What follows belongs to an exercise in optimizing a design on an open flow for small area, a short achievable clock period and few clock cycles; a production flow would make more cautious choices. Only simulation tests tie the RTL to the original design; equivalence was not proved. Power is estimated from default activity; no workload was simulated.

==> flow/design.v (excerpt) <==
module shell_top (
    input  logic        aclk,
    input  logic        aresetn,
    input  logic        req_valid_i,
    input  logic [56:0] req_i,
    output logic        req_ready_o,
    output logic        rsp_valid_o,
    output logic [33:0] rsp_o,
    input  logic        rsp_ready_i,
    output logic [15:0] irq_o,
    output logic        finish_o
);
clock: 5.0 ns
lec_check: 0
cap_margin: 20
core_margin: 2
core_utilization: 40
place_density: 0.6
setup_slack_margin: 2.6
slew_margin: 20
standard.sh (not shown) runs the stock make flow with config.mk's settings and CLKGATE_MAP_FILE= SYNTH_SCRIPT=/design/flow/synth_recipe.tcl, a recipe that flattens the netlist after the stock synthesis.
==> flow/flow/run.sh <==
#!/bin/bash
# The standard layout, with plain buffers (not delay cells) on the ports
# and a clock tree of smaller buffers without dummy loads.
set -euo pipefail
export BUFFER_PORTS_ARGS="-buffer_cell sky130_fd_sc_hd__buf_2"
export CTS_ARGS="-sink_clustering_enable -repair_clock_nets -dont_use_dummy_load -buf_list {sky130_fd_sc_hd__clkbuf_8} -sink_clustering_size 12 -sink_clustering_max_diameter 50"
bash standard.sh > standard.log 2>&1
The starting point finished clean.
Testbench counts at the start, summed over its fixed seeds: cycles 2,408.
Change:
==> flow/flow/run.sh (replaced) <==
#!/bin/bash
# The standard layout, with plain buffers (not delay cells) on the ports
# and no dummy loads in the clock tree.
set -euo pipefail
export BUFFER_PORTS_ARGS="-buffer_cell sky130_fd_sc_hd__buf_2"
export CTS_ARGS="-sink_clustering_enable -repair_clock_nets -dont_use_dummy_load"
bash standard.sh > standard.log 2>&1
--- a/flow/config.mk
+++ b/flow/config.mk
@@ -10,4 +10,5 @@
 export CORE_UTILIZATION = 40
 export PLACE_DENSITY = 0.6
-export SETUP_SLACK_MARGIN = 2.6
+export SETUP_SLACK_MARGIN = 2.75
 export SLEW_MARGIN = 20
+export TNS_END_PERCENT = 10
Cell area went up by 9.8%.
Global-route usage went up by 1.2 points.
Power went up by 14%.
Routed wire length went up by 8.3%.
Change:
==> flow/flow/run.sh (replaced) <==
#!/bin/bash
# The standard layout, with plain buffers (not delay cells) on the ports
# and a clock tree of smaller buffers without dummy loads.
set -euo pipefail
export BUFFER_PORTS_ARGS="-buffer_cell sky130_fd_sc_hd__buf_2"
export CTS_ARGS="-sink_clustering_enable -repair_clock_nets -dont_use_dummy_load -buf_list {sky130_fd_sc_hd__clkbuf_4 sky130_fd_sc_hd__clkbuf_8}"
bash standard.sh > standard.log 2>&1
--- a/flow/config.mk
+++ b/flow/config.mk
@@ -10,5 +10,4 @@
 export CORE_UTILIZATION = 40
 export PLACE_DENSITY = 0.6
-export SETUP_SLACK_MARGIN = 2.75
+export SETUP_SLACK_MARGIN = 2.5
 export SLEW_MARGIN = 20
-export TNS_END_PERCENT = 10
=> Worst setup slack is worse by 0.15 ns. Maximum frequency went down by a few percent. Routed wire length went down by roughly a tenth.
Change:
==> flow/flow/run.sh (replaced) <==
#!/bin/bash
# The standard layout, with plain buffers (not delay cells) on the ports
# and no dummy loads in the clock tree.
set -euo pipefail
export BUFFER_PORTS_ARGS="-buffer_cell sky130_fd_sc_hd__buf_2"
export CTS_ARGS="-sink_clustering_enable -repair_clock_nets -dont_use_dummy_load"
bash standard.sh > standard.log 2>&1
--- a/flow/config.mk
+++ b/flow/config.mk
@@ -10,4 +10,4 @@
 export CORE_UTILIZATION = 40
 export PLACE_DENSITY = 0.6
-export SETUP_SLACK_MARGIN = 2.5
+export SETUP_SLACK_MARGIN = 2.1
 export SLEW_MARGIN = 20
Outcome:
- first-iteration DRC count increases by roughly a tenth
- utilization decreases by 2.1 points
- clock skew is lower by 0.028 ns
- via count fell slightly
- hold slack gets better by 0.13 ns
- worst setup slack gets worse by 0.41 ns
- non-clock buffer count came out lower by 23
- clock power rises by roughly a tenth

shell_top again, from the RTL that the note above started with.
==> flow/config.mk <==
export PLATFORM = sky130hd
export DESIGN_NAME = shell_top
export DESIGN_NICKNAME = shell_top
export VERILOG_FILES = /design/flow/design.v
export SDC_FILE = /design/flow/constraint.sdc
export NUM_CORES = 4
export LEC_CHECK = 0
export CAP_MARGIN = 20
export CORE_MARGIN = 2
export CORE_UTILIZATION = 40
export PLACE_DENSITY = 0.6
export SETUP_SLACK_MARGIN = 2.5
export SLEW_MARGIN = 20
==> flow/constraint.sdc <==
create_clock -name core_clock -period 5.0 [get_ports {aclk}]
set_input_delay 1.0000 -clock core_clock [delete_from_list [all_inputs] [get_ports {aclk}]]
set_output_delay 1.0000 -clock core_clock [all_outputs]
set_load 0.01 [all_outputs]
==> flow/flow/run.sh <==
#!/bin/bash
# The standard layout, with plain buffers (not delay cells) on the ports
# and a clock tree of smaller buffers without dummy loads.
set -euo pipefail
export BUFFER_PORTS_ARGS="-buffer_cell sky130_fd_sc_hd__buf_2"
export CTS_ARGS="-sink_clustering_enable -repair_clock_nets -dont_use_dummy_load -buf_list {sky130_fd_sc_hd__clkbuf_8} -sink_clustering_size 16 -sink_clustering_max_diameter 60"
export REMOVE_ABC_BUFFERS=1
bash standard.sh > standard.log 2>&1
The baseline passed the timing, design-rule and antenna checks.
Testbench counts at the start, summed over its fixed seeds: cycles 2,408.
Change:
==> flow/run.sh (new file) <==
#!/bin/bash
# synth_recipe.tcl (not shown) runs the flow's synth.tcl, then flattens the netlist and writes it again
# the make line also repeats each setting of config.mk as NAME=value (left out here)
make -C /OpenROAD-flow-scripts/flow DESIGN_CONFIG=/design/flow/config.mk WORK_HOME=/design/flow/orfs CLKGATE_MAP_FILE= SYNTH_SCRIPT=/design/flow/synth_recipe.tcl finish
--- a/flow/config.mk
+++ b/flow/config.mk
@@ -10,4 +10,4 @@
 export CORE_UTILIZATION = 40
 export PLACE_DENSITY = 0.6
-export SETUP_SLACK_MARGIN = 2.5
+export SETUP_SLACK_MARGIN = 2.75
 export SLEW_MARGIN = 20
removed: flow/flow/run.sh
removed: flow/standard.sh
Outcome: The changed run finished with timing, DRC and antenna clean. Setup slack gets better by 0.16 ns. Power went up by 34%. Combinational power rises by 62%. Clock power climbs by 110%.
Change:
==> flow/flow/run.sh (new file) <==
#!/bin/bash
# The standard layout, with plain buffers (not delay cells) on the ports
# and a clock tree of smaller buffers without dummy loads.
set -euo pipefail
export BUFFER_PORTS_ARGS="-buffer_cell sky130_fd_sc_hd__buf_2"
export CTS_ARGS="-sink_clustering_enable -repair_clock_nets -dont_use_dummy_load -buf_list {sky130_fd_sc_hd__clkbuf_8} -sink_clustering_size 16 -sink_clustering_max_diameter 60"
bash standard.sh > standard.log 2>&1
==> flow/standard.sh (new file) <==
#!/bin/bash
# synth_recipe.tcl (not shown) runs the flow's synth.tcl, then flattens the netlist and writes it again
# the make line also repeats each setting of config.mk as NAME=value (left out here)
make -C /OpenROAD-flow-scripts/flow DESIGN_CONFIG=/design/flow/config.mk WORK_HOME=/design/flow/orfs CLKGATE_MAP_FILE= SYNTH_SCRIPT=/design/flow/synth_recipe.tcl "${@:-finish}"
--- a/flow/config.mk
+++ b/flow/config.mk
@@ -8,6 +8,6 @@
 export CAP_MARGIN = 20
 export CORE_MARGIN = 2
-export CORE_UTILIZATION = 40
-export PLACE_DENSITY = 0.6
-export SETUP_SLACK_MARGIN = 2.75
+export CORE_UTILIZATION = 55
+export PLACE_DENSITY = 0.75
+export SETUP_SLACK_MARGIN = 2.5
 export SLEW_MARGIN = 20
removed: flow/run.sh
After rerunning: Count of clock-buffer cells in the layout falls by 26. Synthesized area is unchanged. Wire length falls by 18%. Cell area falls by 18%. Die area falls by 27%. Maximum frequency falls by 5.2%. Non-clock buffer count falls by 234. Final cell count falls by 18%. First-iteration DRC count rises by 5.8%.
Change:
==> flow/flow/run.sh (replaced) <==
#!/bin/bash
# The standard layout, with plain buffers (not delay cells) on the ports
# and no dummy loads in the clock tree.
set -euo pipefail
export BUFFER_PORTS_ARGS="-buffer_cell sky130_fd_sc_hd__buf_2"
export CTS_ARGS="-sink_clustering_enable -repair_clock_nets -dont_use_dummy_load"
bash standard.sh > standard.log 2>&1
--- a/flow/config.mk
+++ b/flow/config.mk
@@ -8,6 +8,6 @@
 export CAP_MARGIN = 20
 export CORE_MARGIN = 2
-export CORE_UTILIZATION = 55
-export PLACE_DENSITY = 0.75
-export SETUP_SLACK_MARGIN = 2.5
+export CORE_UTILIZATION = 40
+export PLACE_DENSITY = 0.6
+export SETUP_SLACK_MARGIN = 2.3
 export SLEW_MARGIN = 20
Non-clock buffer count goes down by 12.
Fmax fell by a little under a tenth.
Sequential cell count does not change.
Power came out higher by about a fifth.
Die area goes up by well over a third.
Final cell count increases by a little under a tenth.
Setup slack got worse by 0.23 ns.
Change:
==> flow/flow/run.sh (replaced) <==
#!/bin/bash
# The standard layout, with plain buffers (not delay cells) on the ports
# and a clock tree of smaller buffers without dummy loads.
set -euo pipefail
export BUFFER_PORTS_ARGS="-buffer_cell sky130_fd_sc_hd__buf_1"
export CTS_ARGS="-sink_clustering_enable -repair_clock_nets -dont_use_dummy_load -buf_list {sky130_fd_sc_hd__clkbuf_8} -sink_clustering_size 16 -sink_clustering_max_diameter 60"
bash standard.sh > standard.log 2>&1
--- a/flow/config.mk
+++ b/flow/config.mk
@@ -10,4 +10,4 @@
 export CORE_UTILIZATION = 40
 export PLACE_DENSITY = 0.6
-export SETUP_SLACK_MARGIN = 2.3
+export SETUP_SLACK_MARGIN = 2.5
 export SLEW_MARGIN = 20
- sequential power hardly moves
- non-clock buffer count grows by 38
- clock-buffer cell count drops by 14
- worst setup slack improved by 0.21 ns
- global-route usage climbs by 1.1 points
- flip-flop and latch count does not change
- final cell count is higher slightly
- cell area fell slightly
- synthesized cell count is unchanged
- maximum frequency goes up by a little under a tenth
Change:
==> flow/flow/run.sh (replaced) <==
#!/bin/bash
# The standard layout, with plain buffers (not delay cells) on the ports
# and no dummy loads in the clock tree.
set -euo pipefail
export BUFFER_PORTS_ARGS="-buffer_cell sky130_fd_sc_hd__buf_2"
export CTS_ARGS="-sink_clustering_enable -repair_clock_nets -dont_use_dummy_load"
bash standard.sh > standard.log 2>&1
--- a/flow/config.mk
+++ b/flow/config.mk
@@ -10,4 +10,4 @@
 export CORE_UTILIZATION = 40
 export PLACE_DENSITY = 0.6
-export SETUP_SLACK_MARGIN = 2.5
+export SETUP_SLACK_MARGIN = 2.75
 export SLEW_MARGIN = 20
After rerunning: Hold slack loses 0.016 ns. Count of clock-buffer cells in the layout rose by 14. First-iteration DRC count rose by 2.4%. Via count rose by 6.8%. Total power rose by 19%. Global-route usage rose by 1.3 points. Flip-flop and latch count stays the same. Sequential power hardly moves. Clock skew fell by 0.0075 ns. Wire length rose by 5.4%.

static timing again, ports no longer ideal:
The results above use ideal ports. As a check the final layouts listed here were re-extracted and re-timed, cells and wires unchanged.
Step 1, drivers: a clkbuf_16 drives aclk and a buf_2 each remaining input, both assumed.
Step 2 times the ports against the registers' clock, not the clock port: input delays grow and output delays shrink by t, the midpoint of the rising clock arrivals with the driver on.
Slacks: ideal / step 1 / step 2; pairs: ideal / step 1.
run	t, ns	setup slack, ns	hold slack, ns	pins driven straight from the clock port
the first run of note 1	0.742	2.525 / 2.391 / 1.649	0.307 / 0.284 / 0.470	1
the second run of note 1	0.685	2.562 / 2.285 / 1.599	0.420 / 0.395 / 0.460	1
the third run of note 1	0.746	2.410 / 2.410 / 1.738	0.285 / 0.254 / 0.460	1
the fourth run of note 1	0.677	1.998 / 2.041 / 1.364	0.417 / 0.375 / 0.460	1
the first run of note 2	0.689	2.411 / 2.309 / 1.621	0.358 / 0.338 / 0.478	1
the second run of note 2	0.698	2.572 / 2.376 / 1.678	0.385 / 0.363 / 0.465	1
the third run of note 2	0.683	2.440 / 2.373 / 1.690	0.377 / 0.348 / 0.466	1
the fourth run of note 2	0.684	2.207 / 2.194 / 1.509	0.411 / 0.375 / 0.453	1
the fifth run of note 2	0.724	2.421 / 2.429 / 1.705	0.412 / 0.377 / 0.479	1
the sixth run of note 2	0.683	2.566 / 2.273 / 1.590	0.396 / 0.358 / 0.464	1
After both steps setup and hold are still met in every run listed. For the sixth run of note 2, which loses most, drivers alone change the setup slack by -0.293 ns; drivers and shift together by -0.976 ns.
